This is an optimization exercise on Yosys and OpenROAD, whose aim is small area and a short achievable clock period, not a production implementation. At most, simulation tests tie the RTL to the original design; equivalence was not proved.

// i2c_eeprom_slave
module i2c_eeprom_slave #(
    parameter logic [6:0]  DEV_ADDR  = 7'h50
) (
    input  logic       clk,
    input  logic       rst_n,
    input  logic       i2c_scl,
    input  logic       i2c_sda_in,
    output logic       i2c_sda_oe,
    output logic       busy,
    output logic       wr_valid,
    output logic [7:0] wr_addr,
    output logic [7:0] wr_data
);
Size in the first run: roughly 2700 cells after synthesis, roughly 2100 flip-flops, roughly 0.048 sq mm of cells after synthesis.
export LEC_CHECK = 0
export CAP_MARGIN = 20
export CORE_MARGIN = 2
export CORE_UTILIZATION = 40
export CTS_BUF_LIST = sky130_fd_sc_hd__clkbuf_16
export CTS_CLUSTER_DIAMETER = 90
export CTS_CLUSTER_SIZE = 32
export SETUP_SLACK_MARGIN = 2.3
export SLEW_MARGIN = 20
create_clock -name core_clock -period 4.5 [get_ports {clk}]
run.sh (not shown) runs the stock make flow with config.mk's settings and CLKGATE_MAP_FILE= SYNTH_SCRIPT=/design/flow/synth_recipe.tcl, a recipe that flattens the netlist after the stock synthesis.
Edit:
--- a/flow/design.v
+++ b/flow/design.v
@@ -28,23 +28,20 @@
     logic          r_rise;
     logic          r_fall;
     logic          r_start;
     logic          r_stop;
     logic [7:0]    r_shift;
     logic [3:0]    r_cnt;
     logic [7:0]    r_ptr;
     logic          r_ack;
     logic          r_sda_oe;
     logic          r_busy;
-    logic          r_oe_n;
-    logic          r_busy_n;
-    logic          r_wr_seen;
     logic          r_wr_valid;
     logic [7:0]    r_wr_addr;
     logic [7:0]    r_wr_data;
     logic          w_sda;
     logic          w_ss;
     logic          w_byte_done;
     logic          w_addr_match;
     logic [7:0]    w_shift_in;
     logic [7:0]    w_ptr_inc;
     logic          w_mem_we;
@@ -102,66 +99,56 @@
             w_st_nxt[S_WADDR]     = (r_st[S_DEV_ACK] & ~r_shift[0]) | (r_st[S_WADDR] & ~w_byte_done);
             w_st_nxt[S_WADDR_ACK] = r_st[S_WADDR] & w_byte_done;
             w_st_nxt[S_WDATA]     = r_st[S_WADDR_ACK] | r_st[S_WDATA_ACK] | (r_st[S_WDATA] & ~w_byte_done);
             w_st_nxt[S_WDATA_ACK] = r_st[S_WDATA] & w_byte_done;
             w_st_nxt[S_RDATA]     = (r_st[S_DEV_ACK] & r_shift[0]) | (r_st[S_RDATA] & ~w_byte_done)
                                     | (r_st[S_RACK] & ~r_ack);
             w_st_nxt[S_RACK]      = r_st[S_RDATA] & w_byte_done;
         end
     end
     always_comb begin
-        w_oe_nxt   = ~r_oe_n;
-        w_busy_nxt = ~r_busy_n;
+        w_oe_nxt   = r_sda_oe;
+        w_busy_nxt = r_busy;
         if (w_ss) begin
             w_oe_nxt = 1'b0;
             if (r_stop) w_busy_nxt = 1'b0;
         end else if (r_fall) begin
             if (w_tx_load)
                 w_oe_nxt = ~r_rd_buf[7];
             else
                 w_oe_nxt = (w_in_rx & w_byte_done & (w_addr_match | ~r_st[S_DEV]))
                          | (r_st[S_RDATA] & ~w_byte_done & ~r_shift[6]);
             if (r_st[S_DEV] & w_byte_done)
                 w_busy_nxt = w_addr_match;
         end
     end
     always_ff @(posedge clk or negedge rst_n) begin
         if (!rst_n) begin
             r_st       <= 10'b1 << S_IDLE;
             r_ptr      <= '0;
             r_sda_oe   <= 1'b0;
             r_busy     <= 1'b0;
-            r_oe_n     <= 1'b1;
-            r_busy_n   <= 1'b1;
-            r_wr_seen  <= 1'b0;
             r_wr_valid <= 1'b0;
             r_wr_addr  <= '0;
             r_wr_data  <= '0;
         end else begin
             r_st       <= w_st_nxt;
             r_sda_oe   <= w_oe_nxt;
             r_busy     <= w_busy_nxt;
-            r_oe_n     <= ~w_oe_nxt;
-            r_busy_n   <= ~w_busy_nxt;
-            if (w_mem_we)
-                r_wr_seen <= 1'b1;
             r_wr_valid <= w_mem_we;
             if (w_tx_load || w_mem_we)
                 r_ptr <= w_ptr_inc;
             else if (w_waddr_load)
                 r_ptr <= r_shift;
             if (w_mem_we) begin
                 r_wr_addr <= r_ptr;
                 r_wr_data <= w_shift_in;
-            end else begin
-                r_wr_addr <= r_wr_seen ? r_pend_addr : 8'd0;
-                r_wr_data <= r_wr_seen ? r_pend_data : 8'd0;
             end
         end
     end
     always_ff @(posedge clk) begin
         if (w_ss) begin
             r_cnt <= '0;
         end else if (w_tx_load) begin
             r_shift <= r_rd_buf;
             r_cnt   <= '0;
         end else if (w_in_rx) begin
- The changed run went through all stages and came out clean
- register-to-register slack improved by 0.06 ns
- global-route usage barely changes
- maximum frequency increases by 0.43%
- sequential share of layout area increases by 0.34 points
- synthesized cell count decreases by 0.73%
- final area decreases by 0.58%
- wire length decreases by 0.38%
- synthesized area hardly moves
- cell count decreases by 0.73%
- die area is about the same
- non-clock buffer count decreases by 16
- worst setup slack improved by 0.0095 ns


The RTL this note starts from:
==> flow/design.v <==
module i2c_eeprom_slave #(
    parameter logic [6:0]  DEV_ADDR  = 7'h50
) (
    input  logic       clk,
    input  logic       rst_n,
    input  logic       i2c_scl,
    input  logic       i2c_sda_in,
    output logic       i2c_sda_oe,
    output logic       busy,
    output logic       wr_valid,
    output logic [7:0] wr_addr,
    output logic [7:0] wr_data
);
    localparam int S_IDLE      = 0;
    localparam int S_DEV       = 1;
    localparam int S_DEV_ACK   = 2;
    localparam int S_WADDR     = 3;
    localparam int S_WADDR_ACK = 4;
    localparam int S_WDATA     = 5;
    localparam int S_WDATA_ACK = 6;
    localparam int S_RDATA     = 7;
    localparam int S_RACK      = 8;
    localparam int S_WAIT_STOP = 9;
    logic [9:0]    r_st;
    logic [9:0]    w_st_nxt;
    logic [1:0]    r_scl_sync;
    logic [1:0]    r_sda_sync;
    logic          r_rise;
    logic          r_fall;
    logic          r_start;
    logic          r_stop;
    logic [7:0]    r_shift;
    logic [3:0]    r_cnt;
    logic [7:0]    r_ptr;
    logic          r_ack;
    logic          r_sda_oe;
    logic          r_busy;
    logic          r_wr_valid;
    logic [7:0]    r_wr_addr;
    logic [7:0]    r_wr_data;
    logic          w_sda;
    logic          w_ss;
    logic          w_byte_done;
    logic          w_addr_match;
    logic [7:0]    w_shift_in;
    logic [7:0]    w_ptr_inc;
    logic          w_mem_we;
    logic          w_tx_load;
    logic          w_waddr_load;
    logic          w_in_rx;
    logic          w_oe_nxt;
    logic          w_busy_nxt;
    logic [3:0]    r_rot;
    logic [7:0]    r_pend_addr;
    logic [7:0]    r_pend_data;
    logic [7:0]    r_rd_buf;
    logic [127:0]  r_ring [16];
    logic [7:0]    w_ring_in [16];
    logic          r_pend_ins;
    always_ff @(posedge clk or negedge rst_n) begin
        if (!rst_n) begin
            r_scl_sync <= '1;
            r_sda_sync <= '1;
            r_rise     <= 1'b0;
            r_fall     <= 1'b0;
            r_start    <= 1'b0;
            r_stop     <= 1'b0;
        end else begin
            r_scl_sync <= {r_scl_sync[0], i2c_scl};
            r_sda_sync <= {r_sda_sync[0], i2c_sda_in};
            r_rise     <= r_scl_sync[0] & ~r_scl_sync[1];
            r_fall     <= ~r_scl_sync[0] & r_scl_sync[1];
            r_start    <= r_scl_sync[0] & r_scl_sync[1] & r_sda_sync[1] & ~r_sda_sync[0];
            r_stop     <= r_scl_sync[0] & r_scl_sync[1] & ~r_sda_sync[1] & r_sda_sync[0];
        end
    end
    assign w_sda        = r_sda_sync[1];
    assign w_ss         = r_start | r_stop;
    assign w_byte_done  = (r_cnt == 4'd8);
    assign w_addr_match = (r_shift[7:1] == DEV_ADDR);
    assign w_shift_in   = {r_shift[6:0], w_sda};
    assign w_ptr_inc    = r_ptr + 8'd1;
    assign w_in_rx      = r_st[S_DEV] | r_st[S_WADDR] | r_st[S_WDATA];
    assign w_mem_we     = r_rise & r_st[S_WDATA] & (r_cnt == 4'd7);
    assign w_tx_load    = r_fall & ((r_st[S_DEV_ACK] & r_shift[0]) | (r_st[S_RACK] & ~r_ack));
    assign w_waddr_load = r_fall & r_st[S_WADDR] & w_byte_done;
    always_comb begin
        w_st_nxt = r_st;
        if (r_start) begin
            w_st_nxt = 10'b1 << S_DEV;
        end else if (r_stop) begin
            w_st_nxt = 10'b1 << S_IDLE;
        end else if (r_fall) begin
            w_st_nxt[S_DEV]       = r_st[S_DEV] & ~w_byte_done;
            w_st_nxt[S_DEV_ACK]   = r_st[S_DEV] & w_byte_done & w_addr_match;
            w_st_nxt[S_WAIT_STOP] = r_st[S_WAIT_STOP] | (r_st[S_DEV] & w_byte_done & ~w_addr_match)
                                    | (r_st[S_RACK] & r_ack);
            w_st_nxt[S_WADDR]     = (r_st[S_DEV_ACK] & ~r_shift[0]) | (r_st[S_WADDR] & ~w_byte_done);
            w_st_nxt[S_WADDR_ACK] = r_st[S_WADDR] & w_byte_done;
            w_st_nxt[S_WDATA]     = r_st[S_WADDR_ACK] | r_st[S_WDATA_ACK] | (r_st[S_WDATA] & ~w_byte_done);
            w_st_nxt[S_WDATA_ACK] = r_st[S_WDATA] & w_byte_done;
            w_st_nxt[S_RDATA]     = (r_st[S_DEV_ACK] & r_shift[0]) | (r_st[S_RDATA] & ~w_byte_done)
                                    | (r_st[S_RACK] & ~r_ack);
            w_st_nxt[S_RACK]      = r_st[S_RDATA] & w_byte_done;
        end
    end
    always_comb begin
        w_oe_nxt   = r_sda_oe;
        w_busy_nxt = r_busy;
        if (w_ss) begin
            w_oe_nxt = 1'b0;
            if (r_stop) w_busy_nxt = 1'b0;
        end else if (r_fall) begin
            if (w_tx_load)
                w_oe_nxt = ~r_rd_buf[7];
            else
                w_oe_nxt = (w_in_rx & w_byte_done & (w_addr_match | ~r_st[S_DEV]))
                         | (r_st[S_RDATA] & ~w_byte_done & ~r_shift[6]);
            if (r_st[S_DEV] & w_byte_done)
                w_busy_nxt = w_addr_match;
        end
    end
    always_ff @(posedge clk or negedge rst_n) begin
        if (!rst_n) begin
            r_st       <= 10'b1 << S_IDLE;
            r_ptr      <= '0;
            r_sda_oe   <= 1'b0;
            r_busy     <= 1'b0;
            r_wr_valid <= 1'b0;
            r_wr_addr  <= '0;
            r_wr_data  <= '0;
        end else begin
            r_st       <= w_st_nxt;
            r_sda_oe   <= w_oe_nxt;
            r_busy     <= w_busy_nxt;
            r_wr_valid <= w_mem_we;
            if (w_tx_load || w_mem_we)
                r_ptr <= w_ptr_inc;
            else if (w_waddr_load)
                r_ptr <= r_shift;
            if (w_mem_we) begin
                r_wr_addr <= r_ptr;
                r_wr_data <= w_shift_in;
            end
        end
    end
    always_ff @(posedge clk) begin
        if (w_ss) begin
            r_cnt <= '0;
        end else if (w_tx_load) begin
            r_shift <= r_rd_buf;
            r_cnt   <= '0;
        end else if (w_in_rx) begin
            if (r_rise && !w_byte_done) begin
                r_shift <= w_shift_in;
                r_cnt   <= r_cnt + 4'd1;
            end else if (r_fall && w_byte_done) begin
                r_cnt <= '0;
            end
        end else if (r_st[S_RDATA]) begin
            if (r_rise)
                r_cnt <= r_cnt + 4'd1;
            else if (r_fall && !w_byte_done)
                r_shift <= {r_shift[6:0], 1'b0};
        end
        if (r_st[S_RACK] && r_rise)
            r_ack <= w_sda;
    end
    always_ff @(posedge clk) begin
        r_rot <= r_rot + 4'd1;
    end
    always_ff @(posedge clk) begin
        r_pend_ins <= (r_rot + 4'd1 == (w_mem_we ? r_ptr[3:0] : r_pend_addr[3:0]));
    end
    for (genvar h = 0; h < 16; h++) begin : g_ring
        assign w_ring_in[h] = (r_pend_ins && r_pend_addr[7:4] == 4'(h)) ? r_pend_data : r_ring[h][7:0];
        always_ff @(posedge clk) begin
            r_ring[h] <= {w_ring_in[h], r_ring[h][127:8]};
        end
    end
    always_ff @(posedge clk) begin
        if (w_mem_we) begin
            r_pend_addr <= r_ptr;
            r_pend_data <= w_shift_in;
        end
    end
    always_ff @(posedge clk) begin
        if (r_rot == r_ptr[3:0])
            r_rd_buf <= w_ring_in[r_ptr[7:4]];
    end
    assign i2c_sda_oe = r_sda_oe;
    assign busy       = r_busy;
    assign wr_valid   = r_wr_valid;
    assign wr_addr    = r_wr_addr;
    assign wr_data    = r_wr_data;
endmodule
clock: 4.5 ns
lec_check: 0
cap_margin: 20
core_margin: 2
core_utilization: 40
cts_buf_list: sky130_fd_sc_hd__clkbuf_16
cts_cluster_diameter: 70
cts_cluster_size: 32
setup_slack_margin: 2.3
slew_margin: 20
The baseline went through all stages and came out clean.
Change:
--- a/flow/design.v
+++ b/flow/design.v
@@ -53,12 +53,13 @@
     logic [3:0]    r_rot;
     logic [7:0]    r_pend_addr;
     logic [7:0]    r_pend_data;
     logic [7:0]    r_rd_buf;
     logic [127:0]  r_ring [16];
     logic [7:0]    w_ring_in [16];
+    logic [7:0]    w_tap;
     logic          r_pend_ins;
     always_ff @(posedge clk or negedge rst_n) begin
         if (!rst_n) begin
             r_scl_sync <= '1;
             r_sda_sync <= '1;
             r_rise     <= 1'b0;
@@ -181,15 +182,17 @@
     always_ff @(posedge clk) begin
         if (w_mem_we) begin
             r_pend_addr <= r_ptr;
             r_pend_data <= w_shift_in;
         end
     end
+    assign w_tap = (r_pend_ins && r_pend_addr[7:4] == r_ptr[7:4]) ? r_pend_data
+                                                                  : r_ring[r_ptr[7:4]][7:0];
     always_ff @(posedge clk) begin
         if (r_rot == r_ptr[3:0])
-            r_rd_buf <= w_ring_in[r_ptr[7:4]];
+            r_rd_buf <= w_tap;
     end
     assign i2c_sda_oe = r_sda_oe;
     assign busy       = r_busy;
     assign wr_valid   = r_wr_valid;
     assign wr_addr    = r_wr_addr;
     assign wr_data    = r_wr_data;
Result: The changed run went through all stages and came out clean. Clock-buffer cell count rises by 3. First-iteration DRC count rises by about 15%. Routed wire length rises by about 1.5%. Setup slack improves by 0.20 ns. Core utilization falls by 0.93 points. Via count rises by 3.2%.
Only the layout flow was run in the first run of this note; the RTL was not checked for function there.

-- port drivers added, routing unchanged --
The flow's constraints put no driver on any port. The routed layouts listed below were extracted and timed again, unchanged, in two steps.
Step 1 assumes that a clkbuf_16 drives the clock port and a buf_2 every other input.
Step 2 also shifts input and output timing later by t, the mid clock arrival at the registers, as if the neighbouring blocks saw the same clock.
Three values: ideal ports, drivers, drivers and shift; two values: the first two.
| run | t, ns | setup slack, ns | worst setup path after step 2 | latest minus earliest clock arrival (ns) |
|---|---|---|---|---|
| the first run of note 1 | 0.728 | 2.284 / 2.261 / 2.284 | register to register | 0.040 / 0.041 |
| the second run of note 1 | 0.731 | 2.293 / 2.226 / 2.341 | register to register | 0.033 / 0.034 |
| the first run of note 2 | 0.742 | 2.068 / 2.068 / 2.068 | register to register | 0.039 / 0.038 |
| the second run of note 2 | 0.740 | 2.272 / 2.205 / 2.320 | register to register | 0.046 / 0.046 |
After both steps setup and hold are still met in every run listed.
